Context: an optimization exercise on an open-source flow, tuned for small area, a short achievable clock period and few clock cycles per item. The choices shown serve that exercise and are no tape-out recipe.
In this exercise RTL edits were held to simulation tests only and were not proved equivalent to the original.
Power is estimated from default activity; no workload was simulated.

### flow/config.mk
export PLATFORM = sky130hd
export DESIGN_NAME = poly_actor
export DESIGN_NICKNAME = poly_actor
export VERILOG_FILES = /design/flow/design.v
export SDC_FILE = /design/flow/constraint.sdc
export NUM_CORES = 4
export LEC_CHECK = 0
export CAP_MARGIN = 30
export CORE_MARGIN = 2
export CORE_UTILIZATION = 35
export PLACE_DENSITY = 0.45
export SLEW_MARGIN = 40
export SYNTH_MEMORY_MAX_BITS = 8192
### flow/constraint.sdc
create_clock -name core_clock -period 8.5 [get_ports {clk}]
set_input_delay 1.7000 -clock core_clock [delete_from_list [all_inputs] [get_ports {clk}]]
set_output_delay 1.7000 -clock core_clock [all_outputs]
set_load 0.01 [all_outputs]
### flow/design.v
package poly_pkg;
    localparam int word_size = 16;
    localparam int slot_count = 8;
    localparam int max_coefs = 32;
    localparam int fifo_depth = 16;
    localparam int slot_bits = $clog2(slot_count);
    localparam int coef_bits = $clog2(max_coefs);    
    localparam int addr_bits = slot_bits + coef_bits;
    localparam int fifo_cw = $clog2(fifo_depth) + 1;
    localparam int cmd_bits = 8 + slot_bits + coef_bits;     
    localparam int tok_bits = word_size + 2;                 
    typedef enum logic [7:0] {
        op_stp = 8'h00,
        op_evp = 8'h01,
        op_evb = 8'h02,
        op_rst = 8'h03
    } opcode_t;
    typedef struct packed {
        opcode_t              opcode;
        logic [slot_bits-1:0] slot;
        logic [coef_bits-1:0] arg;   
    } cmd_word_t;
    typedef enum logic [1:0] {st_ok, st_no_poly, st_bad_opcode} status_t;
    typedef struct packed {
        logic [word_size-1:0] result;
        status_t              status;
    } out_token_t;
    typedef enum logic [3:0] {
        idle, get_cmd_start, get_cmd_wait, stp_start, stp_wait, evp_start, evp_wait,
        evb_start, evb_wait, evb_output, rst_slots, output_st
    } ctrl_state_t;
endpackage
`timescale 1ns/100ps
module token_fifo
#(
    parameter int width = 16,
    parameter int depth = 4          
)
(
    input  logic               clk,
    input  logic               rst,
    input  logic               wr_en,
    input  logic [width-1:0]   wr_data,
    input  logic               rd_en,
    output logic [width-1:0]   rd_data,
    output logic               valid,
    output logic               full
);
    localparam int aw = $clog2(depth);
    logic [width-1:0] mem [depth];
    logic [aw-1:0] wr_ptr;
    logic [aw-1:0] rd_ptr;
    logic [aw:0] count;
    logic do_wr;
    logic do_rd;
    assign full = count == (aw + 1)'(depth);
    assign valid = count != '0;
    assign do_wr = wr_en && !full;
    assign do_rd = rd_en && valid;
    assign rd_data = mem[rd_ptr];
    always_ff @(posedge clk or negedge rst)
    begin
        if (!rst)
        begin
            wr_ptr <= '0;
            rd_ptr <= '0;
            count <= '0;
        end
        else
        begin
            wr_ptr <= wr_ptr + aw'(do_wr);
            rd_ptr <= rd_ptr + aw'(do_rd);
            count <= count + (aw + 1)'(do_wr) - (aw + 1)'(do_rd);
        end
    end
    always_ff @(posedge clk)
    begin
        if (do_wr)
            mem[wr_ptr] <= wr_data;
    end
endmodule
`timescale 1ns/100ps
module coef_store
(
    input  logic                               clk,
    input  logic                               wr_en,
    input  logic [poly_pkg::slot_bits-1:0]     wr_slot,
    input  logic [4:0]                         wr_stage,
    input  logic [poly_pkg::word_size-1:0]     wr_data,
    input  logic [poly_pkg::slot_bits-1:0]     rd_slot,
    input  logic [3:0]                         rd_tap,
    output logic [poly_pkg::word_size-1:0]     rd_data
);
    localparam int w = poly_pkg::word_size;
    logic [8*32*w-1:0] ring;
    logic [128*w-1:0] taps;
    for (genvar s = 0; s < 8; s++)
    begin : g_slot
        for (genvar k = 0; k < 32; k++)
        begin : g_stage
            logic [w-1:0] q;
            if (k % 2 == 1)
            begin : g_wr
                always_ff @(posedge clk)
                begin
                    if (wr_en && wr_slot == 3'(s) && wr_stage == 5'(k))
                        q <= wr_data;
                    else
                        q <= ring[(s*32 + (k+31)%32)*w +: w];
                end
            end
            else
            begin : g_shift
                always_ff @(posedge clk)
                    q <= ring[(s*32 + (k+31)%32)*w +: w];
            end
            assign ring[(s*32 + k)*w +: w] = q;
        end
        for (genvar t = 0; t < 16; t++)
        begin : g_tap
            assign taps[(s*16 + t)*w +: w] = ring[(s*32 + 2*t)*w +: w];
        end
    end
    always_ff @(posedge clk)
        rd_data <= taps[{rd_slot, rd_tap}*w +: w];
endmodule
`timescale 1ns/100ps
module mac_csa
(
    input  logic [15:0] a,
    input  logic [15:0] m,
    input  logic [15:0] c1,
    input  logic [15:0] c2,
    input  logic [15:0] c3,
    output logic [15:0] s0,
    output logic [15:0] s1,
    output logic [15:0] s2
);
    logic t1;
    logic t2;
    logic t3;
    logic t4;
    logic t5;
    logic t6;
    logic t7;
    logic t8;
    logic t9;
    logic t10;
    logic t11;
    logic t12;
    logic t13;
    logic t14;
    logic t15;
    logic t16;
    logic t17;
    logic t18;
    logic t19;
    logic t20;
    logic t21;
    logic t22;
    logic t23;
    logic t24;
    logic t25;
    logic t26;
    logic t27;
    logic t28;
    logic t29;
    logic t30;
    logic t31;
    logic t33;
    logic t35;
    logic t37;
    logic t39;
    logic t41;
    logic t43;
    logic t44;
    logic t45;
    logic t46;
    logic t47;
    logic t48;
    logic t49;
    logic t50;
    logic t51;
    logic t52;
    logic t53;
    logic t54;
    logic t55;
    logic t56;
    logic t57;
    logic t58;
    logic t59;
    logic t60;
    logic t61;
    logic t62;
    logic t63;
    logic t64;
    logic t65;
    logic t66;
    logic t67;
    logic t68;
    logic t69;
    logic t70;
    logic t71;
    logic t72;
    logic t73;
    logic t74;
    logic t75;
    logic t76;
    logic t77;
    logic t78;
    logic t79;
    logic t80;
    logic t81;
    logic t82;
    logic t83;
    logic t84;
    logic t85;
    logic t86;
    logic t87;
    logic t88;
    logic t89;
    logic t90;
    logic t91;
    logic t92;
    logic t93;
    logic t94;
    logic t95;
    logic t96;
    logic t97;
    logic t98;
    logic t99;
    logic t100;
    logic t101;
    logic t102;
    logic t103;
    logic t105;
    logic t107;
    logic t109;
    logic t111;
    logic t112;
    logic t113;
    logic t114;
    logic t115;
    logic t116;
    logic t117;
    logic t118;
    logic t119;
    logic t120;
    logic t121;
    logic t122;
    logic t123;
    logic t124;
    logic t125;
    logic t126;
    logic t127;
    logic t128;
    logic t129;
    logic t130;
    logic t131;
    logic t132;
    logic t133;
    logic t134;
    logic t135;
    logic t136;
    logic t137;
    logic t138;
    logic t139;
    logic t140;
    logic t141;
    logic t142;
    logic t143;
    logic t144;
    logic t145;
    logic t146;
    logic t147;
    logic t148;
    logic t149;
    logic t150;
    logic t151;
    logic t152;
    logic t153;
    logic t154;
    logic t155;
    logic t156;
    logic t157;
    logic t158;
    logic t159;
    logic t160;
    logic t161;
    logic t162;
    logic t163;
    logic t164;
    logic t165;
    logic t166;
    logic t167;
    logic t168;
    logic t169;
    logic t170;
    logic t171;
    logic t172;
    logic t173;
    logic t174;
    logic t175;
    logic t176;
    logic t177;
    logic t179;
    logic t181;
    logic t183;
    logic t184;
    logic t185;
    logic t186;
    logic t187;
    logic t188;
    logic t189;
    logic t190;
    logic t191;
    logic t192;
    logic t193;
    logic t194;
    logic t195;
    logic t196;
    logic t197;
    logic t198;
    logic t199;
    logic t200;
    logic t201;
    logic t202;
    logic t203;
    logic t204;
    logic t205;
    logic t206;
    logic t207;
    logic t208;
    logic t209;
    logic t210;
    logic t211;
    logic t212;
    logic t213;
    logic t214;
    logic t215;
    logic t216;
    logic t217;
    logic t218;
    logic t219;
    logic t220;
    logic t221;
    logic t222;
    logic t223;
    logic t224;
    logic t225;
    logic t226;
    logic t227;
    logic t228;
    logic t229;
    logic t230;
    logic t231;
    logic t232;
    logic t233;
    logic t234;
    logic t235;
    logic t236;
    logic t237;
    logic t239;
    logic t241;
    logic t242;
    logic t243;
    logic t244;
    logic t245;
    logic t246;
    logic t247;
    logic t248;
    logic t249;
    logic t250;
    logic t251;
    logic t252;
    logic t253;
    logic t254;
    logic t255;
    logic t256;
    logic t257;
    logic t258;
    logic t259;
    logic t260;
    logic t261;
    logic t262;
    logic t263;
    logic t264;
    logic t265;
    logic t266;
    logic t267;
    logic t268;
    logic t269;
    logic t270;
    logic t271;
    assign t1 = (a[10] & m[0]) ^ (a[9] & m[1]);
    assign t2 = (a[10] & m[0]) & (a[9] & m[1]);
    assign t3 = (a[11] & m[0]) ^ (a[10] & m[1]) ^ (a[9] & m[2]);
    assign t4 = ((a[11] & m[0]) & (a[10] & m[1])) | ((a[11] & m[0]) & (a[9] & m[2])) | ((a[10] & m[1]) & (a[9] & m[2]));
    assign t5 = (a[8] & m[3]) ^ (a[7] & m[4]);
    assign t6 = (a[8] & m[3]) & (a[7] & m[4]);
    assign t7 = (a[12] & m[0]) ^ (a[11] & m[1]) ^ (a[10] & m[2]);
    assign t8 = ((a[12] & m[0]) & (a[11] & m[1])) | ((a[12] & m[0]) & (a[10] & m[2])) | ((a[11] & m[1]) & (a[10] & m[2]));
    assign t9 = (a[9] & m[3]) ^ (a[8] & m[4]) ^ (a[7] & m[5]);
    assign t10 = ((a[9] & m[3]) & (a[8] & m[4])) | ((a[9] & m[3]) & (a[7] & m[5])) | ((a[8] & m[4]) & (a[7] & m[5]));
    assign t11 = (a[6] & m[6]) ^ (a[5] & m[7]);
    assign t12 = (a[6] & m[6]) & (a[5] & m[7]);
    assign t13 = (a[13] & m[0]) ^ (a[12] & m[1]) ^ (a[11] & m[2]);
    assign t14 = ((a[13] & m[0]) & (a[12] & m[1])) | ((a[13] & m[0]) & (a[11] & m[2])) | ((a[12] & m[1]) & (a[11] & m[2]));
    assign t15 = (a[10] & m[3]) ^ (a[9] & m[4]) ^ (a[8] & m[5]);
    assign t16 = ((a[10] & m[3]) & (a[9] & m[4])) | ((a[10] & m[3]) & (a[8] & m[5])) | ((a[9] & m[4]) & (a[8] & m[5]));
    assign t17 = (a[7] & m[6]) ^ (a[6] & m[7]) ^ (a[5] & m[8]);
    assign t18 = ((a[7] & m[6]) & (a[6] & m[7])) | ((a[7] & m[6]) & (a[5] & m[8])) | ((a[6] & m[7]) & (a[5] & m[8]));
    assign t19 = (a[4] & m[9]) ^ (a[3] & m[10]);
    assign t20 = (a[4] & m[9]) & (a[3] & m[10]);
    assign t21 = (a[14] & m[0]) ^ (a[13] & m[1]) ^ (a[12] & m[2]);
    assign t22 = ((a[14] & m[0]) & (a[13] & m[1])) | ((a[14] & m[0]) & (a[12] & m[2])) | ((a[13] & m[1]) & (a[12] & m[2]));
    assign t23 = (a[11] & m[3]) ^ (a[10] & m[4]) ^ (a[9] & m[5]);
    assign t24 = ((a[11] & m[3]) & (a[10] & m[4])) | ((a[11] & m[3]) & (a[9] & m[5])) | ((a[10] & m[4]) & (a[9] & m[5]));
    assign t25 = (a[8] & m[6]) ^ (a[7] & m[7]) ^ (a[6] & m[8]);
    assign t26 = ((a[8] & m[6]) & (a[7] & m[7])) | ((a[8] & m[6]) & (a[6] & m[8])) | ((a[7] & m[7]) & (a[6] & m[8]));
    assign t27 = (a[5] & m[9]) ^ (a[4] & m[10]) ^ (a[3] & m[11]);
    assign t28 = ((a[5] & m[9]) & (a[4] & m[10])) | ((a[5] & m[9]) & (a[3] & m[11])) | ((a[4] & m[10]) & (a[3] & m[11]));
    assign t29 = (a[2] & m[12]) ^ (a[1] & m[13]);
    assign t30 = (a[2] & m[12]) & (a[1] & m[13]);
    assign t31 = (a[15] & m[0]) ^ (a[14] & m[1]) ^ (a[13] & m[2]);
    assign t33 = (a[12] & m[3]) ^ (a[11] & m[4]) ^ (a[10] & m[5]);
    assign t35 = (a[9] & m[6]) ^ (a[8] & m[7]) ^ (a[7] & m[8]);
    assign t37 = (a[6] & m[9]) ^ (a[5] & m[10]) ^ (a[4] & m[11]);
    assign t39 = (a[3] & m[12]) ^ (a[2] & m[13]) ^ (a[1] & m[14]);
    assign t41 = (a[0] & m[15]) ^ c1[15];
    assign t43 = (a[6] & m[0]) ^ (a[5] & m[1]);
    assign t44 = (a[6] & m[0]) & (a[5] & m[1]);
    assign t45 = (a[7] & m[0]) ^ (a[6] & m[1]) ^ (a[5] & m[2]);
    assign t46 = ((a[7] & m[0]) & (a[6] & m[1])) | ((a[7] & m[0]) & (a[5] & m[2])) | ((a[6] & m[1]) & (a[5] & m[2]));
    assign t47 = (a[4] & m[3]) ^ (a[3] & m[4]);
    assign t48 = (a[4] & m[3]) & (a[3] & m[4]);
    assign t49 = (a[8] & m[0]) ^ (a[7] & m[1]) ^ (a[6] & m[2]);
    assign t50 = ((a[8] & m[0]) & (a[7] & m[1])) | ((a[8] & m[0]) & (a[6] & m[2])) | ((a[7] & m[1]) & (a[6] & m[2]));
    assign t51 = (a[5] & m[3]) ^ (a[4] & m[4]) ^ (a[3] & m[5]);
    assign t52 = ((a[5] & m[3]) & (a[4] & m[4])) | ((a[5] & m[3]) & (a[3] & m[5])) | ((a[4] & m[4]) & (a[3] & m[5]));
    assign t53 = (a[2] & m[6]) ^ (a[1] & m[7]);
    assign t54 = (a[2] & m[6]) & (a[1] & m[7]);
    assign t55 = (a[9] & m[0]) ^ (a[8] & m[1]) ^ (a[7] & m[2]);
    assign t56 = ((a[9] & m[0]) & (a[8] & m[1])) | ((a[9] & m[0]) & (a[7] & m[2])) | ((a[8] & m[1]) & (a[7] & m[2]));
    assign t57 = (a[6] & m[3]) ^ (a[5] & m[4]) ^ (a[4] & m[5]);
    assign t58 = ((a[6] & m[3]) & (a[5] & m[4])) | ((a[6] & m[3]) & (a[4] & m[5])) | ((a[5] & m[4]) & (a[4] & m[5]));
    assign t59 = (a[3] & m[6]) ^ (a[2] & m[7]) ^ (a[1] & m[8]);
    assign t60 = ((a[3] & m[6]) & (a[2] & m[7])) | ((a[3] & m[6]) & (a[1] & m[8])) | ((a[2] & m[7]) & (a[1] & m[8]));
    assign t61 = (a[0] & m[9]) ^ c1[9];
    assign t62 = (a[0] & m[9]) & c1[9];
    assign t63 = t1 ^ (a[8] & m[2]) ^ (a[7] & m[3]);
    assign t64 = (t1 & (a[8] & m[2])) | (t1 & (a[7] & m[3])) | ((a[8] & m[2]) & (a[7] & m[3]));
    assign t65 = (a[6] & m[4]) ^ (a[5] & m[5]) ^ (a[4] & m[6]);
    assign t66 = ((a[6] & m[4]) & (a[5] & m[5])) | ((a[6] & m[4]) & (a[4] & m[6])) | ((a[5] & m[5]) & (a[4] & m[6]));
    assign t67 = (a[3] & m[7]) ^ (a[2] & m[8]) ^ (a[1] & m[9]);
    assign t68 = ((a[3] & m[7]) & (a[2] & m[8])) | ((a[3] & m[7]) & (a[1] & m[9])) | ((a[2] & m[8]) & (a[1] & m[9]));
    assign t69 = (a[0] & m[10]) ^ c1[10] ^ c2[10];
    assign t70 = ((a[0] & m[10]) & c1[10]) | ((a[0] & m[10]) & c2[10]) | (c1[10] & c2[10]);
    assign t71 = t2 ^ t3 ^ t5;
    assign t72 = (t2 & t3) | (t2 & t5) | (t3 & t5);
    assign t73 = (a[6] & m[5]) ^ (a[5] & m[6]) ^ (a[4] & m[7]);
    assign t74 = ((a[6] & m[5]) & (a[5] & m[6])) | ((a[6] & m[5]) & (a[4] & m[7])) | ((a[5] & m[6]) & (a[4] & m[7]));
    assign t75 = (a[3] & m[8]) ^ (a[2] & m[9]) ^ (a[1] & m[10]);
    assign t76 = ((a[3] & m[8]) & (a[2] & m[9])) | ((a[3] & m[8]) & (a[1] & m[10])) | ((a[2] & m[9]) & (a[1] & m[10]));
    assign t77 = (a[0] & m[11]) ^ c1[11] ^ c2[11];
    assign t78 = ((a[0] & m[11]) & c1[11]) | ((a[0] & m[11]) & c2[11]) | (c1[11] & c2[11]);
    assign t79 = t4 ^ t6 ^ t7;
    assign t80 = (t4 & t6) | (t4 & t7) | (t6 & t7);
    assign t81 = t9 ^ t11 ^ (a[4] & m[8]);
    assign t82 = (t9 & t11) | (t9 & (a[4] & m[8])) | (t11 & (a[4] & m[8]));
    assign t83 = (a[3] & m[9]) ^ (a[2] & m[10]) ^ (a[1] & m[11]);
    assign t84 = ((a[3] & m[9]) & (a[2] & m[10])) | ((a[3] & m[9]) & (a[1] & m[11])) | ((a[2] & m[10]) & (a[1] & m[11]));
    assign t85 = (a[0] & m[12]) ^ c1[12] ^ c2[12];
    assign t86 = ((a[0] & m[12]) & c1[12]) | ((a[0] & m[12]) & c2[12]) | (c1[12] & c2[12]);
    assign t87 = t8 ^ t10 ^ t12;
    assign t88 = (t8 & t10) | (t8 & t12) | (t10 & t12);
    assign t89 = t13 ^ t15 ^ t17;
    assign t90 = (t13 & t15) | (t13 & t17) | (t15 & t17);
    assign t91 = t19 ^ (a[2] & m[11]) ^ (a[1] & m[12]);
    assign t92 = (t19 & (a[2] & m[11])) | (t19 & (a[1] & m[12])) | ((a[2] & m[11]) & (a[1] & m[12]));
    assign t93 = (a[0] & m[13]) ^ c1[13] ^ c2[13];
    assign t94 = ((a[0] & m[13]) & c1[13]) | ((a[0] & m[13]) & c2[13]) | (c1[13] & c2[13]);
    assign t95 = t14 ^ t16 ^ t18;
    assign t96 = (t14 & t16) | (t14 & t18) | (t16 & t18);
    assign t97 = t20 ^ t21 ^ t23;
    assign t98 = (t20 & t21) | (t20 & t23) | (t21 & t23);
    assign t99 = t25 ^ t27 ^ t29;
    assign t100 = (t25 & t27) | (t25 & t29) | (t27 & t29);
    assign t101 = (a[0] & m[14]) ^ c1[14] ^ c2[14];
    assign t102 = ((a[0] & m[14]) & c1[14]) | ((a[0] & m[14]) & c2[14]) | (c1[14] & c2[14]);
    assign t103 = t22 ^ t24 ^ t26;
    assign t105 = t28 ^ t30 ^ t31;
    assign t107 = t33 ^ t35 ^ t37;
    assign t109 = t39 ^ t41 ^ c2[15];
    assign t111 = (a[3] & m[0]) ^ (a[2] & m[1]);
    assign t112 = (a[3] & m[0]) & (a[2] & m[1]);
    assign t113 = (a[4] & m[0]) ^ (a[3] & m[1]) ^ (a[2] & m[2]);
    assign t114 = ((a[4] & m[0]) & (a[3] & m[1])) | ((a[4] & m[0]) & (a[2] & m[2])) | ((a[3] & m[1]) & (a[2] & m[2]));
    assign t115 = (a[1] & m[3]) ^ (a[0] & m[4]);
    assign t116 = (a[1] & m[3]) & (a[0] & m[4]);
    assign t117 = (a[5] & m[0]) ^ (a[4] & m[1]) ^ (a[3] & m[2]);
    assign t118 = ((a[5] & m[0]) & (a[4] & m[1])) | ((a[5] & m[0]) & (a[3] & m[2])) | ((a[4] & m[1]) & (a[3] & m[2]));
    assign t119 = (a[2] & m[3]) ^ (a[1] & m[4]) ^ (a[0] & m[5]);
    assign t120 = ((a[2] & m[3]) & (a[1] & m[4])) | ((a[2] & m[3]) & (a[0] & m[5])) | ((a[1] & m[4]) & (a[0] & m[5]));
    assign t121 = c1[5] ^ c2[5];
    assign t122 = c1[5] & c2[5];
    assign t123 = t43 ^ (a[4] & m[2]) ^ (a[3] & m[3]);
    assign t124 = (t43 & (a[4] & m[2])) | (t43 & (a[3] & m[3])) | ((a[4] & m[2]) & (a[3] & m[3]));
    assign t125 = (a[2] & m[4]) ^ (a[1] & m[5]) ^ (a[0] & m[6]);
    assign t126 = ((a[2] & m[4]) & (a[1] & m[5])) | ((a[2] & m[4]) & (a[0] & m[6])) | ((a[1] & m[5]) & (a[0] & m[6]));
    assign t127 = c1[6] ^ c2[6] ^ c3[6];
    assign t128 = (c1[6] & c2[6]) | (c1[6] & c3[6]) | (c2[6] & c3[6]);
    assign t129 = t44 ^ t45 ^ t47;
    assign t130 = (t44 & t45) | (t44 & t47) | (t45 & t47);
    assign t131 = (a[2] & m[5]) ^ (a[1] & m[6]) ^ (a[0] & m[7]);
    assign t132 = ((a[2] & m[5]) & (a[1] & m[6])) | ((a[2] & m[5]) & (a[0] & m[7])) | ((a[1] & m[6]) & (a[0] & m[7]));
    assign t133 = c1[7] ^ c2[7] ^ c3[7];
    assign t134 = (c1[7] & c2[7]) | (c1[7] & c3[7]) | (c2[7] & c3[7]);
    assign t135 = t46 ^ t48 ^ t49;
    assign t136 = (t46 & t48) | (t46 & t49) | (t48 & t49);
    assign t137 = t51 ^ t53 ^ (a[0] & m[8]);
    assign t138 = (t51 & t53) | (t51 & (a[0] & m[8])) | (t53 & (a[0] & m[8]));
    assign t139 = c1[8] ^ c2[8] ^ c3[8];
    assign t140 = (c1[8] & c2[8]) | (c1[8] & c3[8]) | (c2[8] & c3[8]);
    assign t141 = t50 ^ t52 ^ t54;
    assign t142 = (t50 & t52) | (t50 & t54) | (t52 & t54);
    assign t143 = t55 ^ t57 ^ t59;
    assign t144 = (t55 & t57) | (t55 & t59) | (t57 & t59);
    assign t145 = t61 ^ c2[9] ^ c3[9];
    assign t146 = (t61 & c2[9]) | (t61 & c3[9]) | (c2[9] & c3[9]);
    assign t147 = t56 ^ t58 ^ t60;
    assign t148 = (t56 & t58) | (t56 & t60) | (t58 & t60);
    assign t149 = t62 ^ t63 ^ t65;
    assign t150 = (t62 & t63) | (t62 & t65) | (t63 & t65);
    assign t151 = t67 ^ t69 ^ c3[10];
    assign t152 = (t67 & t69) | (t67 & c3[10]) | (t69 & c3[10]);
    assign t153 = t64 ^ t66 ^ t68;
    assign t154 = (t64 & t66) | (t64 & t68) | (t66 & t68);
    assign t155 = t70 ^ t71 ^ t73;
    assign t156 = (t70 & t71) | (t70 & t73) | (t71 & t73);
    assign t157 = t75 ^ t77 ^ c3[11];
    assign t158 = (t75 & t77) | (t75 & c3[11]) | (t77 & c3[11]);
    assign t159 = t72 ^ t74 ^ t76;
    assign t160 = (t72 & t74) | (t72 & t76) | (t74 & t76);
    assign t161 = t78 ^ t79 ^ t81;
    assign t162 = (t78 & t79) | (t78 & t81) | (t79 & t81);
    assign t163 = t83 ^ t85 ^ c3[12];
    assign t164 = (t83 & t85) | (t83 & c3[12]) | (t85 & c3[12]);
    assign t165 = t80 ^ t82 ^ t84;
    assign t166 = (t80 & t82) | (t80 & t84) | (t82 & t84);
    assign t167 = t86 ^ t87 ^ t89;
    assign t168 = (t86 & t87) | (t86 & t89) | (t87 & t89);
    assign t169 = t91 ^ t93 ^ c3[13];
    assign t170 = (t91 & t93) | (t91 & c3[13]) | (t93 & c3[13]);
    assign t171 = t88 ^ t90 ^ t92;
    assign t172 = (t88 & t90) | (t88 & t92) | (t90 & t92);
    assign t173 = t94 ^ t95 ^ t97;
    assign t174 = (t94 & t95) | (t94 & t97) | (t95 & t97);
    assign t175 = t99 ^ t101 ^ c3[14];
    assign t176 = (t99 & t101) | (t99 & c3[14]) | (t101 & c3[14]);
    assign t177 = t96 ^ t98 ^ t100;
    assign t179 = t102 ^ t103 ^ t105;
    assign t181 = t107 ^ t109 ^ c3[15];
    assign t183 = (a[1] & m[0]) ^ (a[0] & m[1]);
    assign t184 = (a[1] & m[0]) & (a[0] & m[1]);
    assign t185 = (a[2] & m[0]) ^ (a[1] & m[1]) ^ (a[0] & m[2]);
    assign t186 = ((a[2] & m[0]) & (a[1] & m[1])) | ((a[2] & m[0]) & (a[0] & m[2])) | ((a[1] & m[1]) & (a[0] & m[2]));
    assign t187 = c1[2] ^ c2[2];
    assign t188 = c1[2] & c2[2];
    assign t189 = t111 ^ (a[1] & m[2]) ^ (a[0] & m[3]);
    assign t190 = (t111 & (a[1] & m[2])) | (t111 & (a[0] & m[3])) | ((a[1] & m[2]) & (a[0] & m[3]));
    assign t191 = c1[3] ^ c2[3] ^ c3[3];
    assign t192 = (c1[3] & c2[3]) | (c1[3] & c3[3]) | (c2[3] & c3[3]);
    assign t193 = t112 ^ t113 ^ t115;
    assign t194 = (t112 & t113) | (t112 & t115) | (t113 & t115);
    assign t195 = c1[4] ^ c2[4] ^ c3[4];
    assign t196 = (c1[4] & c2[4]) | (c1[4] & c3[4]) | (c2[4] & c3[4]);
    assign t197 = t114 ^ t116 ^ t117;
    assign t198 = (t114 & t116) | (t114 & t117) | (t116 & t117);
    assign t199 = t119 ^ t121 ^ c3[5];
    assign t200 = (t119 & t121) | (t119 & c3[5]) | (t121 & c3[5]);
    assign t201 = t118 ^ t120 ^ t122;
    assign t202 = (t118 & t120) | (t118 & t122) | (t120 & t122);
    assign t203 = t123 ^ t125 ^ t127;
    assign t204 = (t123 & t125) | (t123 & t127) | (t125 & t127);
    assign t205 = t124 ^ t126 ^ t128;
    assign t206 = (t124 & t126) | (t124 & t128) | (t126 & t128);
    assign t207 = t129 ^ t131 ^ t133;
    assign t208 = (t129 & t131) | (t129 & t133) | (t131 & t133);
    assign t209 = t130 ^ t132 ^ t134;
    assign t210 = (t130 & t132) | (t130 & t134) | (t132 & t134);
    assign t211 = t135 ^ t137 ^ t139;
    assign t212 = (t135 & t137) | (t135 & t139) | (t137 & t139);
    assign t213 = t136 ^ t138 ^ t140;
    assign t214 = (t136 & t138) | (t136 & t140) | (t138 & t140);
    assign t215 = t141 ^ t143 ^ t145;
    assign t216 = (t141 & t143) | (t141 & t145) | (t143 & t145);
    assign t217 = t142 ^ t144 ^ t146;
    assign t218 = (t142 & t144) | (t142 & t146) | (t144 & t146);
    assign t219 = t147 ^ t149 ^ t151;
    assign t220 = (t147 & t149) | (t147 & t151) | (t149 & t151);
    assign t221 = t148 ^ t150 ^ t152;
    assign t222 = (t148 & t150) | (t148 & t152) | (t150 & t152);
    assign t223 = t153 ^ t155 ^ t157;
    assign t224 = (t153 & t155) | (t153 & t157) | (t155 & t157);
    assign t225 = t154 ^ t156 ^ t158;
    assign t226 = (t154 & t156) | (t154 & t158) | (t156 & t158);
    assign t227 = t159 ^ t161 ^ t163;
    assign t228 = (t159 & t161) | (t159 & t163) | (t161 & t163);
    assign t229 = t160 ^ t162 ^ t164;
    assign t230 = (t160 & t162) | (t160 & t164) | (t162 & t164);
    assign t231 = t165 ^ t167 ^ t169;
    assign t232 = (t165 & t167) | (t165 & t169) | (t167 & t169);
    assign t233 = t166 ^ t168 ^ t170;
    assign t234 = (t166 & t168) | (t166 & t170) | (t168 & t170);
    assign t235 = t171 ^ t173 ^ t175;
    assign t236 = (t171 & t173) | (t171 & t175) | (t173 & t175);
    assign t237 = t172 ^ t174 ^ t176;
    assign t239 = t177 ^ t179 ^ t181;
    assign t241 = (a[0] & m[0]) ^ c1[0];
    assign t242 = (a[0] & m[0]) & c1[0];
    assign t243 = t183 ^ c1[1] ^ c2[1];
    assign t244 = (t183 & c1[1]) | (t183 & c2[1]) | (c1[1] & c2[1]);
    assign t245 = t184 ^ t185 ^ t187;
    assign t246 = (t184 & t185) | (t184 & t187) | (t185 & t187);
    assign t247 = t186 ^ t188 ^ t189;
    assign t248 = (t186 & t188) | (t186 & t189) | (t188 & t189);
    assign t249 = t190 ^ t192 ^ t193;
    assign t250 = (t190 & t192) | (t190 & t193) | (t192 & t193);
    assign t251 = t194 ^ t196 ^ t197;
    assign t252 = (t194 & t196) | (t194 & t197) | (t196 & t197);
    assign t253 = t198 ^ t200 ^ t201;
    assign t254 = (t198 & t200) | (t198 & t201) | (t200 & t201);
    assign t255 = t202 ^ t204 ^ t205;
    assign t256 = (t202 & t204) | (t202 & t205) | (t204 & t205);
    assign t257 = t206 ^ t208 ^ t209;
    assign t258 = (t206 & t208) | (t206 & t209) | (t208 & t209);
    assign t259 = t210 ^ t212 ^ t213;
    assign t260 = (t210 & t212) | (t210 & t213) | (t212 & t213);
    assign t261 = t214 ^ t216 ^ t217;
    assign t262 = (t214 & t216) | (t214 & t217) | (t216 & t217);
    assign t263 = t218 ^ t220 ^ t221;
    assign t264 = (t218 & t220) | (t218 & t221) | (t220 & t221);
    assign t265 = t222 ^ t224 ^ t225;
    assign t266 = (t222 & t224) | (t222 & t225) | (t224 & t225);
    assign t267 = t226 ^ t228 ^ t229;
    assign t268 = (t226 & t228) | (t226 & t229) | (t228 & t229);
    assign t269 = t230 ^ t232 ^ t233;
    assign t270 = (t230 & t232) | (t230 & t233) | (t232 & t233);
    assign t271 = t234 ^ t236 ^ t237;
    assign s0[0] = t241;
    assign s1[0] = c2[0];
    assign s2[0] = c3[0];
    assign s0[1] = t242;
    assign s1[1] = t243;
    assign s2[1] = c3[1];
    assign s0[2] = t244;
    assign s1[2] = t245;
    assign s2[2] = c3[2];
    assign s0[3] = t246;
    assign s1[3] = t247;
    assign s2[3] = t191;
    assign s0[4] = t248;
    assign s1[4] = t249;
    assign s2[4] = t195;
    assign s0[5] = t250;
    assign s1[5] = t251;
    assign s2[5] = t199;
    assign s0[6] = t252;
    assign s1[6] = t253;
    assign s2[6] = t203;
    assign s0[7] = t254;
    assign s1[7] = t255;
    assign s2[7] = t207;
    assign s0[8] = t256;
    assign s1[8] = t257;
    assign s2[8] = t211;
    assign s0[9] = t258;
    assign s1[9] = t259;
    assign s2[9] = t215;
    assign s0[10] = t260;
    assign s1[10] = t261;
    assign s2[10] = t219;
    assign s0[11] = t262;
    assign s1[11] = t263;
    assign s2[11] = t223;
    assign s0[12] = t264;
    assign s1[12] = t265;
    assign s2[12] = t227;
    assign s0[13] = t266;
    assign s1[13] = t267;
    assign s2[13] = t231;
    assign s0[14] = t268;
    assign s1[14] = t269;
    assign s2[14] = t235;
    assign s0[15] = t270;
    assign s1[15] = t271;
    assign s2[15] = t239;
endmodule
`timescale 1ns/100ps
module poly_actor
(
    input  logic                            clk,
    input  logic                            rst,
    input  logic                            cmd_req,
    input  poly_pkg::cmd_word_t             cmd_data,
    output logic                            cmd_ack,
    input  logic                            data_req,
    input  logic [poly_pkg::word_size-1:0]  data_in,
    output logic                            data_ack,
    output logic                            out_req,
    output poly_pkg::out_token_t            out_token,
    input  logic                            out_ack
);
    localparam int w = poly_pkg::word_size;
    localparam int lanes = 8;
    localparam int lw = $clog2(lanes);
    logic [1:0] in_req;
    logic [1:0] in_ack;
    logic [1:0] in_full;
    logic [1:0] in_wr;
    poly_pkg::cmd_word_t cq;
    logic cv;
    logic cmd_pop;
    logic [w-1:0] dq;
    logic dv;
    logic data_pop;
    assign in_req = {data_req, cmd_req};
    assign in_wr = in_req & ~in_ack & ~in_full;
    assign cmd_ack = in_ack[0];
    assign data_ack = in_ack[1];
    always_ff @(posedge clk or negedge rst)
    begin
        if (!rst)
            in_ack <= '0;
        else
            in_ack <= (in_ack & in_req) | in_wr;
    end
    token_fifo #(.width(poly_pkg::cmd_bits), .depth(2)) cmd_fifo_i
    (
        .clk(clk), .rst(rst), .wr_en(in_wr[0]), .wr_data(cmd_data), .rd_en(cmd_pop),
        .rd_data(cq), .valid(cv), .full(in_full[0])
    );
    token_fifo #(.width(w), .depth(8)) data_fifo_i
    (
        .clk(clk), .rst(rst), .wr_en(in_wr[1]), .wr_data(data_in), .rd_en(data_pop),
        .rd_data(dq), .valid(dv), .full(in_full[1])
    );
    logic [4:0] ph;
    logic [4:0] deg [poly_pkg::slot_count];
    logic [poly_pkg::slot_count-1:0] slot_ok;
    logic wr_en;
    logic [2:0] wr_slot;
    logic [4:0] wr_stage;
    logic [w-1:0] wr_data;
    logic [2:0] sel_slot;
    logic [3:0] sel_tap;
    logic [w-1:0] coef_a;
    logic [w-1:0] coef_b;
    coef_store store_i
    (
        .clk(clk), .wr_en(wr_en), .wr_slot(wr_slot), .wr_stage(wr_stage), .wr_data(wr_data),
        .rd_slot(sel_slot), .rd_tap(sel_tap), .rd_data(coef_a)
    );
    typedef enum logic [1:0] {q_idle, q_setup, q_eval} seq_state_t;
    typedef enum logic [1:0] {k_ok, k_none, k_bad} kind_t;
    typedef enum logic [1:0] {a_idle, a_mac, a_fin} act_t;
    seq_state_t st;
    kind_t kind;
    logic [2:0] slot;
    logic [4:0] n;           
    logic [4:0] idx;         
    logic [5:0] rem;         
    logic [w-1:0] x_next [lanes];
    logic [w-1:0] x2_next [lanes];
    logic [lw:0] cnt_next;   
    act_t act;
    logic [1:0] pd;          
    logic [2:0] cur_slot;
    logic [4:0] new_n;
    logic [lw:0] new_cnt;
    logic [lw:0] eng_cnt;
    logic [lw:0] cpy_cnt;
    logic [4:0] mcnt;
    logic z1;                
    logic fin;               
    logic zero;
    logic [1:0] fq;          
    logic cpend;             
    logic [w-1:0] x [lanes];
    logic [w-1:0] x2 [lanes];
    logic [w-1:0] acc [lanes];
    logic [w-1:0] sq_a;
    logic [lw-1:0] sq_i;
    logic [lw-1:0] sq_j;
    logic sq_v;
    logic sq_w;
    logic [w-1:0] sq_t0;
    logic [w-1:0] sq_t1;
    logic [w-1:0] sq_t2;
    logic [w-1:0] sq_r0;
    logic [w-1:0] sq_r1;
    logic [w-1:0] sq_r2;
    logic [poly_pkg::tok_bits-1:0] res0 [lanes];
    logic [poly_pkg::tok_bits-1:0] res1 [lanes];
    logic [lw:0] res_cnt [2];
    logic [lw:0] res_ptr;
    logic wsel;
    logic rsel;
    logic res_free;          
    logic res_have;          
    logic res_wr;
    logic [lw:0] res_wr_cnt;
    logic stp_go;
    logic can_load;
    logic launch;
    logic launch_ok;
    logic eng_open;
    logic do_copy;
    logic [5:0] cnt_cmd;
    logic [4:0] tap_pos;
    assign res_free = res_cnt[wsel] == '0;
    assign res_have = res_cnt[rsel] != '0;
    assign res_wr = do_copy || (launch && kind != k_ok);
    assign res_wr_cnt = do_copy ? cpy_cnt : cnt_next;
    assign do_copy = (fq[1] || cpend) && res_free;
    assign eng_open = pd == '0 && (act == a_idle || act == a_fin || (act == a_mac && mcnt[4:1] == '0));
    assign stp_go = st == q_setup && dv && !ph[0] ^ idx[0]
                    && !((act != a_idle || pd != '0) && (cur_slot == slot || sel_slot == slot));
    assign tap_pos = ph + n + 5'd2;
    always_comb
    begin
        launch = 1'b0;
        if (st == q_eval && cnt_next != '0 && res_free)
        begin
            if (kind == k_ok)
                launch = eng_open && !tap_pos[0] && fq == '0 && !cpend;
            else
                launch = act == a_idle && pd == '0 && fq == '0 && !cpend;
        end
    end
    assign launch_ok = launch && kind == k_ok;
    assign can_load = st == q_eval && kind != k_bad && rem != '0 && dv && !launch_ok
                      && !pd[0] && (cnt_next != (lw + 1)'(lanes) || launch);
    assign data_pop = stp_go || can_load;
    assign cmd_pop = st == q_idle && cv;
    assign cnt_cmd = cq.opcode == poly_pkg::op_evb ? {1'b0, cq.arg} : 6'd1;
    always_ff @(posedge clk or negedge rst)
    begin
        if (!rst)
        begin
            st <= q_idle;
            kind <= k_ok;
            slot <= '0;
            n <= '0;
            idx <= '0;
            rem <= '0;
            cnt_next <= '0;
            slot_ok <= '0;
            ph <= '0;
            wr_en <= 1'b0;
            for (int i = 0; i < poly_pkg::slot_count; i++)
                deg[i] <= '0;
        end
        else
        begin
            ph <= ph + 5'd1;
            wr_en <= stp_go;
            case (st)
                q_idle:
                begin
                    if (cv)
                    begin
                        slot <= cq.slot;
                        idx <= '0;
                        case (cq.opcode)
                            poly_pkg::op_stp:
                            begin
                                n <= cq.arg;
                                st <= q_setup;
                            end
                            poly_pkg::op_evp, poly_pkg::op_evb:
                            begin
                                n <= deg[cq.slot];
                                kind <= slot_ok[cq.slot] ? k_ok : k_none;
                                rem <= cnt_cmd;
                                if (cnt_cmd != '0)
                                    st <= q_eval;
                            end
                            poly_pkg::op_rst: slot_ok <= '0;
                            default:
                            begin
                                kind <= k_bad;
                                rem <= '0;
                                cnt_next <= 1;
                                st <= q_eval;
                            end
                        endcase
                    end
                end
                q_setup:
                begin
                    if (stp_go)
                    begin
                        idx <= idx + 5'd1;
                        if (idx == n)
                        begin
                            deg[slot] <= n;
                            slot_ok[slot] <= 1'b1;
                            st <= q_idle;
                        end
                    end
                end
                q_eval:
                begin
                    if (can_load)
                        rem <= rem - 6'd1;
                    if (launch)
                        cnt_next <= (lw + 1)'(can_load);
                    else if (can_load)
                        cnt_next <= cnt_next + 1'b1;
                    if (launch && !can_load && rem == '0)
                        st <= q_idle;
                end
                default: st <= q_idle;
            endcase
        end
    end
    always_ff @(posedge clk)
    begin
        wr_slot <= slot;
        wr_stage <= ph + idx + 5'd3;
        wr_data <= dq;
        if (can_load)
            x_next[launch ? '0 : cnt_next[lw-1:0]] <= dq;
        sq_a <= dq;
        sq_i <= launch ? '0 : cnt_next[lw-1:0];
        sq_j <= sq_i;
        sq_r0 <= sq_t0;
        sq_r1 <= sq_t1;
        sq_r2 <= sq_t2;
        if (sq_w)
            x2_next[sq_j] <= sq_r0 + sq_r1 + sq_r2;
    end
    always_ff @(posedge clk or negedge rst)
    begin
        if (!rst)
        begin
            sq_v <= 1'b0;
            sq_w <= 1'b0;
        end
        else
        begin
            sq_v <= can_load;
            sq_w <= sq_v;
        end
    end
    mac_csa sq_csa_i
    (
        .a(sq_a), .m(sq_a), .c1('0), .c2('0), .c3('0), .s0(sq_t0), .s1(sq_t1), .s2(sq_t2)
    );
    always_ff @(posedge clk or negedge rst)
    begin
        if (!rst)
        begin
            act <= a_idle;
            pd <= '0;
            cur_slot <= '0;
            new_n <= '0;
            new_cnt <= '0;
            eng_cnt <= '0;
            cpy_cnt <= '0;
            mcnt <= '0;
            z1 <= 1'b0;
            fin <= 1'b0;
            zero <= 1'b0;
            fq <= '0;
            cpend <= 1'b0;
            sel_slot <= '0;
            sel_tap <= '0;
        end
        else
        begin
            pd <= {pd[0], launch_ok};
            if (launch_ok)
            begin
                new_n <= n;
                new_cnt <= cnt_next;
                sel_slot <= slot;
                sel_tap <= tap_pos[4:1];
            end
            fq <= {fq[0], act == a_fin};
            cpend <= (fq[1] || cpend) && !res_free;
            if (act == a_fin)
                cpy_cnt <= eng_cnt;
            if (pd[1])
            begin
                act <= a_mac;
                mcnt <= new_n;
                eng_cnt <= new_cnt;
                cur_slot <= sel_slot;
            end
            else if (act == a_mac)
            begin
                mcnt <= mcnt - 5'd1;
                if (mcnt == '0)
                    act <= a_fin;
            end
            else
                act <= a_idle;
            fin <= !pd[1] && act == a_mac && mcnt == '0;
            z1 <= pd[1];
            zero <= pd[1] || z1;
        end
    end
    always_ff @(posedge clk)
    begin
        coef_b <= coef_a;
    end
    for (genvar i = 0; i < lanes; i++)
    begin : g_lane
        logic [w-1:0] ma;
        logic [w-1:0] mm;
        logic [w-1:0] mc1;
        logic [w-1:0] mc2;
        logic [w-1:0] mc3;
        logic [w-1:0] t0;
        logic [w-1:0] t1;
        logic [w-1:0] t2;
        logic [w-1:0] r0;
        logic [w-1:0] r1;
        logic [w-1:0] r2;
        logic busy;
        assign ma = zero ? '0 : acc[i];
        assign mm = fin ? x[i] : x2[i];
        assign mc1 = fin ? r0 : coef_b;
        assign mc2 = fin ? r1 : '0;
        assign mc3 = fin ? r2 : '0;
        mac_csa csa_i
        (
            .a(ma), .m(mm), .c1(mc1), .c2(mc2), .c3(mc3), .s0(t0), .s1(t1), .s2(t2)
        );
        always_ff @(posedge clk or negedge rst)
        begin
            if (!rst)
                busy <= 1'b0;
            else
                busy <= act != a_idle;
        end
        always_ff @(posedge clk)
        begin
            if (pd[1])
            begin
                x[i] <= x_next[i];
                x2[i] <= x2_next[i];
            end
            r0 <= t0;
            r1 <= t1;
            r2 <= t2;
            if (busy)
                acc[i] <= r0 + r1 + r2;
        end
    end
    always_ff @(posedge clk or negedge rst)
    begin
        if (!rst)
        begin
            res_cnt[0] <= '0;
            res_cnt[1] <= '0;
            res_ptr <= '0;
            wsel <= 1'b0;
            rsel <= 1'b0;
            out_req <= 1'b0;
        end
        else
        begin
            if (res_wr)
            begin
                res_cnt[wsel] <= res_wr_cnt;
                wsel <= !wsel;
            end
            if (!out_req && !out_ack && res_have)
            begin
                out_req <= 1'b1;
                if (res_ptr + 1'b1 == res_cnt[rsel])
                begin
                    res_ptr <= '0;
                    res_cnt[rsel] <= '0;
                    rsel <= !rsel;
                end
                else
                    res_ptr <= res_ptr + 1'b1;
            end
            else if (out_ack)
                out_req <= 1'b0;
        end
    end
    always_ff @(posedge clk)
    begin
        if (!out_req && !out_ack && res_have)
            out_token <= rsel ? res1[res_ptr[lw-1:0]] : res0[res_ptr[lw-1:0]];
        for (int i = 0; i < lanes; i++)
        begin
            if (res_wr && !wsel)
                res0[i] <= do_copy ? {acc[i], poly_pkg::st_ok}
                           : {16'h0000, kind == k_bad ? poly_pkg::st_bad_opcode : poly_pkg::st_no_poly};
            if (res_wr && wsel)
                res1[i] <= do_copy ? {acc[i], poly_pkg::st_ok}
                           : {16'h0000, kind == k_bad ? poly_pkg::st_bad_opcode : poly_pkg::st_no_poly};
        end
    end
endmodule
### flow/run.sh
#!/bin/bash
# synth_recipe.tcl (not shown) runs the flow's synth.tcl, then flattens the netlist and writes it again
# the make line also repeats each setting of config.mk as NAME=value (left out here)
make -C /OpenROAD-flow-scripts/flow DESIGN_CONFIG=/design/flow/config.mk WORK_HOME=/design/flow/orfs CLKGATE_MAP_FILE= SYNTH_SCRIPT=/design/flow/synth_recipe.tcl finish
==> impl_results.md, run 1 <==
- DRT Pass-1 Iters: 7
- CTS Sinks: 5768
- LEAKAGE: about 100 nW
- Setup_tns: 0 ns
- Final std cells w/o fill: ~24000
- Core box area: 0.6226 sq mm
- Hold_buf cts: 0
- Clock power frac: between 40 and 50%
- Setup Buffers After CTS: 0
- Final clock skew: ~0.083 ns
- Status: finished clean
- Mapped Cells: 15280
- Synth warn: 18
- Area Growth Syn to Fin: 15.18%
- Final Hold Vio Count: 0
- # resized after CTS: 0
- RSZ-0062 raised after global routing: no
- WL final: about 670000 um
- Net Sw Frac: 28.71%
- Period Utilization, post-route: about three fifths
- Avg Cell Area, Syn: 14.29 sq um
- Endpoint class of the critical path: register
- Fill cells: about 58000
- Register area share after synthesis: 58.09%
- Largest net degree at the start of global routing: ~140
- Remaining DRCs: 0
- CP Launch Type: register
- Final setup viols: 0
- Worst slew pin tran: 0.8415 ns
- Arrival @ worst endpoint: between 6 and 7 ns
- Design area: roughly 0.25 sq mm
- Gr usage total: 20.91%
- I/O pin count: 58
- Logic pwr share: 14.2%
- PortBufs: 57
- Avg Vias per Cell: 4.776
- Layout cells sized above 1: a little over a quarter
- Placed cells: roughly 23000
- CTS tree: yes
- Die X-Extent: slightly below 800 um
- Req. time, crit path: about 9.5 ns
- Seq pwr share: 44.6%
- CTS root buffer: clkbuf_16
- ANT nets after route: 0
- Vias: 116700
- DR WL/cell: ~27 um
- DR iter-0 viols: 7648
- Worst-path clk slew: ~0.060 ns
- # Max-Cap Violations: 0
- Post-synth cell types: 77
- Asr flop ratio synth: about 2.7%
- Min cycle time layout: between 5 and 6 ns
- PwrDens: roughly 270 mW/mm^2
- Cell Area, Synth: 0.2184 sq mm
- HPWL after DPL: 457000 um
- Initial antenna violation count: 80
- Die area: around 0.63 sq mm
- CP Max Fanout: 90
- Int Power: about 48 mW
- Cts bufs inserted: a little over 600
- Clock Latency Late Sink: ~1.1 ns
- HP Class: register to register
- Worst IR Drop VDD: around 0.0007 V
- DP Area: approximately 0.23 sq mm
- Starting Density: between 30% and 40%
- Ys flop type: dfxtp_1
- Vert. Die Dim: 794.0 um
- Max_slew headroom: 42.30%
- Post-synth EDFFs: around 1100
- Global-route wire length before repair: 946600 um
- FF+latch count, synth: 5768
- Final GP Congestion: between 0.8 and 0.9
- Top achievable clock speed: between 150 and 200 MHz
- H-Tree Depth: 6
- Final Net Count: approximately 17000
- Rows: 290
- Global route overflow: 0
- Vias in the first global route: 122500
- Setup CP Type: register to register
- Slew Viols, Final: 0
- Net Switching: approximately 19 mW
- Final Power: roughly 67 mW
- Clk buf depth: 4
- Syn nets: 16660
## critical path, stage by stage, from the launching register on
cell     delay (ns)
dfrtp_4        0.80
buf_12         0.50
buf_4          0.48
mux2i_1        0.57
nor3b_1        0.13
fa_1           0.50
fa_1           0.53
inv_1          0.06
fa_1           0.54
inv_1          0.05
fa_1           0.40
xnor2_1        0.17
xnor2_1        0.15
xnor2_1        0.13
## cell type report
cell class,instances,area (sq um),share of cell area [%]
diodes,116,290.3,0.1154
well taps,8322,10410,4.139
flip-flops and latches,5768,127000,50.48
clock buffers,926,18130,7.207
multi-input cells,7891,86250,34.28
repair buffers,379,3720,1.479
inverters,823,3094,1.230
clock inverters,210,2688,1.068
## registers in the layout, indices dropped and copies added, names as in the netlist, 32 cells and up
name                      count
data_fifo_i.mem             128
g_lane.r0                   128
res0                        130
g_lane.r1                   120
res1                        130
cmd_fifo_i.mem               32
g_lane.r2                   104
deg                          40
acc                         128
x2_next                     120
store_i.g_slot.g_stage.q   4096
x                           128
x2                          120
x_next                      128
## per-stage QoR
step / setup WS (ns) / hold WS, ns / util [%]
after floorplan: 2.206 / 0.3096 / -
after global placement: 3.246 / 0.3096 / 36.83
after detailed placement: 3.281 / 0.3121 / 36.99
after CTS: 3.262 / 0.2618 / 40.34
after global routing: 3.011 / 0.2712 / 40.38
final: 3.274 / 0.2641 / 40.40
## cells in the mapped netlist (all sizes together) (20+ instances only)
cell type	instances	share of area, %
nand2b	173	0.50
inv	823	1.4
mux2	2159	11
and2	354	1.0
a21o	26	0.089
dfxtp	4549	42
dfrtp	157	1.8
mux2i	126	0.58
a222oi	32	0.15
nand4	20	0.057
nor3	55	0.13
clkbuf	648	1.1
xnor2	325	1.3
nor2	883	1.5
o21ai	153	0.35
nand2	744	1.3
nand3	41	0.094
ha	336	1.9
a21oi	175	0.40
edfxtp	1062	15
mux4	710	7.3
buf	153	0.33
nor2b	172	0.49
o21bai	20	0.069
fa	1007	9.2
a22o	20	0.080
xor2	92	0.37
nor3b	23	0.079
## layer usage
metal	share of wire, %	GRT usage [%]	wire (um)
met1	43	26.91	285100
met2	51	36.96	339800
met3	3.8	2.474	25490
met4	2.9	6.045	19620
met5	0	0	0
## path summary, 6_finish.rpt
check                                                        start                                 end  slack, ns  cells after the start
worst max-delay path                                           fin                    g_lane[7].r1[15]       3.27                     13
worst min-delay path            store_i.g_slot[5].g_stage[27].q[5]  store_i.g_slot[5].g_stage[28].q[5]       0.26                      0
worst max register to register                                 fin                    g_lane[7].r1[15]       3.27                     13
worst min register to register  store_i.g_slot[5].g_stage[27].q[5]  store_i.g_slot[5].g_stage[28].q[5]       0.26                      0
max in group asynchronous                                      rst                                rsel       6.61                      2
min in group asynchronous                                      rst                           in_ack[1]       0.62                      1
## logic make-up after synthesis
| logic type | share of synthesized area (%) |
|---|---|
| AND/OR/NAND/NOR | 5.404 |
| XOR/XNOR | 1.724 |
| flip-flops | 58.09 |
| multiplexers | 19.03 |
| AO/OA/AOI/OAI | 1.721 |
| adder cells (fa/ha/maj) | 11.16 |
| buffers and inverters | 2.861 |
| other | 0.001717 |
## cells in the final DEF (no fill, tap or decap), drive strengths merged, types with 336 or more instances in the layout
| cell | instances |
|---|---|
| and2 | 354 |
| clkbuf | 927 |
| dfxtp | 4549 |
| edfxtp | 1062 |
| fa | 1007 |
| ha | 336 |
| inv | 854 |
| mux2 | 2159 |
| mux4 | 710 |
| nand2 | 744 |
| nor2 | 883 |
## power by group through the flow
| stage | combinational, mW | sequential, mW | clock [mW] |
|---|---|---|---|
| global route | 10.1 | 29.8 | 29.3 |
| finish | 9.44 | 29.8 | 27.5 |
| global placement | 8.97 | 30.5 | 0 |
| detailed placement | 9.66 | 30.4 | 0 |
| floorplan | 4.46 | 29.6 | 0 |
| CTS | 9.70 | 29.8 | 28.2 |
Testbench counts, summed over its fixed seeds: cycles 13,476, items 3,097.
==> run 2, diff against run 1 <==
--- a/flow/config.mk
+++ b/flow/config.mk
@@ -7,2 +7,3 @@
 export LEC_CHECK = 0
+export ABC_CLOCK_PERIOD_IN_PS = 3800
 export CAP_MARGIN = 30
@@ -11,2 +12,3 @@
 export PLACE_DENSITY = 0.45
+export SETUP_SLACK_MARGIN = 4.6
 export SLEW_MARGIN = 40
==> run 2 against run 1 <==
Effect of this change:
- flip-flop and latch count stayed put
- total power is 0.29% lower
- wire length up 2.8%
- sequential share of layout area shrank 1.1 points
- clock-buffer cell count is 41 lower
- final area up 2.2%
- clock skew shrank 0.014 ns
- die area did not move
- still clean
- first-iteration DRC count increased by 4.8%
- critical endpoint is now g_lane[2].r1[15]
==> impl_results.md, run 2 <==
- Status: finished clean
- H-Tree Depth: 6 (unchanged)
- FF+latch count, synth: 5768 (unchanged)
- Max reg flops: 4096 (unchanged)
- Slew Viols, Final: 0 (unchanged)
- Mapped Cells: 15280 (unchanged)
- DP Area: 0.2315 sq mm (+0.52%)
- Regs by FF count: store_i.g_slot.g_stage.q: 4096 flops, res0: 130 flops, res1: 130 flops
- Arrival @ worst endpoint: 5.19 ns (-1.05 ns)
- Delay-heaviest family, CP: adder cells
- Synth Area in Adders: 11.16% (unchanged)
- Rows: 290 (unchanged)
- PwrDens: 258.7 mW/mm^2 (-2.5%)
- Final Hold Vio Count: 0 (unchanged)
- RSZ-0062 raised after global routing: yes
- Seq pwr share: 44.5% (about the same)
- Clk buf depth: 4 (unchanged)
- WL final: 689100 um (+2.8%)
- Final GP Congestion: 0.8236 (+1.1%)
- R2R Setup Slk: 4.26 ns (+0.98 ns)
- DR WL/cell: 27.97 um (+2.0%)
- Avg Cell Area, Syn: 14.29 sq um (unchanged)
- Initial antenna violation count: 60 (-25%)
- DRT Pass-1 Iters: 6 (-1)
- Req. time, crit path: 9.45 ns (-0.06 ns)
- Syn nets: 16660 (unchanged)
- Post-synth top cells: dfxtp_1 (4549), mux2_2 (2130), edfxtp_1 (1062)
- Cell Area, Synth: 0.2184 sq mm (unchanged)
- Most frequent cells in the layout: dfxtp_1 (4530), mux2_2 (2096), edfxtp_1 (1062)
- Cts bufs inserted: 614 (-1.4%)
- Period Utilization, post-route: 49.91% (-12 points)
- Logic pwr share: 14.4% (+0.2 points)
- Post-synth EDFFs: 1062 (unchanged)
- Post-synth cell types: 77 (unchanged)
- Crit path cell chain: buf_4 > buf_12 > buf_16 > buf_8 > mux2_4 > and2_4 > fa_1 > fa_1 > inv_2 > fa_1 > inv_2 > fa_2 > xor2_2 > xnor2_2 > xnor2_1
- HP Class: register to register
- Layout cells sized above 1: 30.77% (+3.6 points)
- Gr usage total: 21.47% (+0.56 points)
- Core box area: 0.6226 sq mm (unchanged)
- Final setup viols: 0 (unchanged)
- HPWL after DPL: 461700 um (+1.0%)
- # Max-Cap Violations: 0 (unchanged)
- CP Launch Type: register
- Hold EP: store_i.g_slot[6].g_stage[6].q[10]
- Post-synth top area share: 41.69% (unchanged)
- Mux contribution to synthesized area: 19.03% (unchanged)
- LEAKAGE: 102.5 nW (+2.2%)
- Final std cells w/o fill: 24640 (+0.83%)
- Int Power: 47.43 mW (-0.28%)
- CTS root buffer: clkbuf_16
- Design area: 0.2572 sq mm (+2.2%)
- Final clock skew: 0.06883 ns (-0.01435 ns)
- Xor and xnor area share after synthesis: 1.724% (unchanged)
- Synth Area in Simple Gates: 5.404% (unchanged)
- Net Switching: 19.10 mW (-0.30%)
- Global route overflow: 0 (unchanged)
- Placed cells: 23200 (+0.060%)
- Top achievable clock speed: 235.7 MHz (+23%)
- Largest net degree at the start of global routing: 134 (-0.74%)
- Min cycle time layout: 4.242 ns (-0.9844 ns)
- Max_slew headroom: 37.06% (-5.2 points)
- Worst IR Drop VDD: 0.0003599 V (-50%)
- Setup CP Type: register to register
- Cell taking the most area after synthesis: dfxtp_1
- Worst Hold Launch: store_i.g_slot[6].g_stage[5].q[10]
- CP Max Fanout: 7 (-92%)
- Vert. Die Dim: 794.0 um (unchanged)
- Most frequent cell after synthesis: dfxtp_1
- ANT nets after route: 0 (unchanged)
- Hold Crit Depth: 0 (unchanged)
- Worst-path clk slew: 0.06 ns (about the same)
- Worst slew pin tran: 0.9441 ns (+0.1026 ns)
- CTS tree: yes
- Ys flop type: dfxtp_1
- Vias in the first global route: 125200 (+2.2%)
- CTS Sinks: 5768 (unchanged)
- Asr flop ratio synth: 2.722% (unchanged)
- Avg Vias per Cell: 4.813 (+0.78%)
- Endpoint class of the critical path: register
- Reg-to-Reg End: g_lane[2].r1[15]
- Compound-gate portion of the synthesized area: 1.721% (unchanged)
- Setup_tns: 0 ns (unchanged)
- Remaining DRCs: 0 (unchanged)
- Net Sw Frac: 28.71% (about the same)
- Reg-to-Reg Start: fin
- Register area share after synthesis: 58.09% (unchanged)
- Vias: 118600 (+1.6%)
- Clock Latency Late Sink: 1.13 ns (about the same)
- CP most frequent cell: fa_1
- Top cells by area, synth: dfxtp_1 (42%), edfxtp_1 (15%), mux2_2 (11%), fa_1 (9.2%), mux4_2 (7.3%)
- Die area: 0.6304 sq mm (unchanged)
- Clock power frac: 41.1% (about the same)
- Top reg by flops: store_i.g_slot.g_stage.q
- Largest family of logic cells by synthesized area: multiplexers
- Synth warn: 18 (unchanged)
- Worst R2R Path Depth: 15 (+2)
- Global-route wire length before repair: 973200 um (+2.8%)
- CP max stage cell: fa_1
- PortBufs: 57 (unchanged)
- Final Net Count: 17150 (+1.7%)
- DR iter-0 viols: 8015 (+4.8%)
- Buffers & Inverters on Critical Path: 6 (+2)
- I/O pin count: 58 (unchanged)
- Die X-Extent: 794.0 um (unchanged)
- Worst path max stage delay: 0.60 ns (-0.20 ns)
- Starting Density: 35.08% (unchanged)
- Area Growth Syn to Fin: 17.75%
- Commonest non-fill, non-tap cell in the layout: dfxtp_1
run 2: stage by stage:
stage | power, mW | hold WS, ns | setup WS (ns) | utilization [%]
floorplan | 34.06 | 0.3096 | 3.395 | -
global placement | 39.46 | 0.3095 | 3.073 | 36.93
detailed placement | 39.90 | 0.3121 | 3.097 | 37.18
CTS | 67.38 | 0.2961 | 4.325 | 41.04
global route | 68.92 | 0.3092 | 4.203 | 41.29
finish | 66.53 | 0.2966 | 4.258 | 41.30
run 2: per-layer routing:
metal	part of all wire, %	vias up	routed length, um	track usage (%)
li1	-	53420	-	-
met1	43	62050	296800	27.81
met2	51	2223	348500	38.12
met3	3.3	897	22850	2.319
met4	3.0	4	20850	5.762
met5	0.0036	-	25	0
run 2: worst max path at each step:
| stage | startpoint | to | slack, ns | cells past startpoint |
|---|---|---|---|---|
| after floorplan | pd[1] | res1[0][0] | 3.40 | 6 |
| after global placement | fin | g_lane[3].r1[14] | 3.07 | 13 |
| after detailed placement | fin | g_lane[4].r1[14] | 3.10 | 13 |
| after CTS | fin | g_lane[3].r1[14] | 4.33 | 17 |
| after global routing | fin | g_lane[2].r1[15] | 4.20 | 15 |
| final | fin | g_lane[2].r1[15] | 4.26 | 15 |
run 2: power groups by stage:
stage	Combinational [mW]	Clock, mW	Sequential (mW)
after floorplan	4.49	0	29.6
after global placement	9.10	0	30.4
after detailed placement	9.59	0	30.3
after CTS	9.73	28.0	29.7
after global routing	10.2	29.1	29.7
final	9.59	27.3	29.6
run 2: repair_timing:
| item | 4_1_cts | 5_1_grt |
|---|---|---|
| setup endpoints to repair | 284 | 331 |
| hold buffers | 0 | 0 |
| cloned | 25 | 6 |
| gates resized for setup | 311 | 199 |
| setup buffers | 171 | 71 |
| pin swaps | 95 | 114 |
run 2: cells by family (layout without fill, tap and decap cells):
group           count (synthesis)  after routing
flops                        5768           5768
compound gates                586            586
xor+xnor                      422            422
simple gates                 2542           2542
buf+inv                      1624           2609
other cells                     1             50
fa+ha+maj                    1345           1345
mux                          2995           2995
run 2: cell type report:
cell class / instances / area [sq um]
antenna: 49 / 122.6
inverter: 823 / 3098
clock inverter: 230 / 2848
clock buffer: 885 / 17760
fill: 57600 / 365500
sequential: 5768 / 127000
timing repair buffer: 671 / 7871
tap: 8322 / 10410
multi-input combinational: 7891 / 88080
run 2: worst reg2reg max path, cell delays in order (launching register included):
cell and delay, ns:
dfrtp_4 0.52, buf_4 0.16, buf_12 0.12, buf_16 0.14, buf_8 0.14, mux2_4 0.34
and2_4 0.16, fa_1 0.52, fa_1 0.60, inv_2 0.05, fa_1 0.49, inv_2 0.05
fa_2 0.40, xor2_2 0.17, xnor2_2 0.15, xnor2_1 0.13

[re-timing with driven ports]
In the flow no input, the clock included, has a driving cell. The finished layouts below were timed again as built, in two steps.
Step 1 assumes that a clkbuf_16 drives the clock port and a buf_2 every other input.
Step 2 times the ports against the registers' clock, not the clock port: input delays grow and output delays shrink by t, the midpoint of the rising clock arrivals with the driver on.
a / b / c = ideal / step 1 / step 2; a / b = the first two.
| run | t, ns | slack for setup (ns) | latest minus earliest clock arrival (ns) | pins driven straight from the clock port |
|---|---|---|---|---|
| run 1 | 1.196 | 3.274 / 3.274 / 3.274 | 0.092 / 0.093 | 1 |
| run 2 | 1.208 | 4.258 / 4.258 / 4.258 | 0.086 / 0.087 | 1 |
After both steps setup and hold are still met in every run listed.
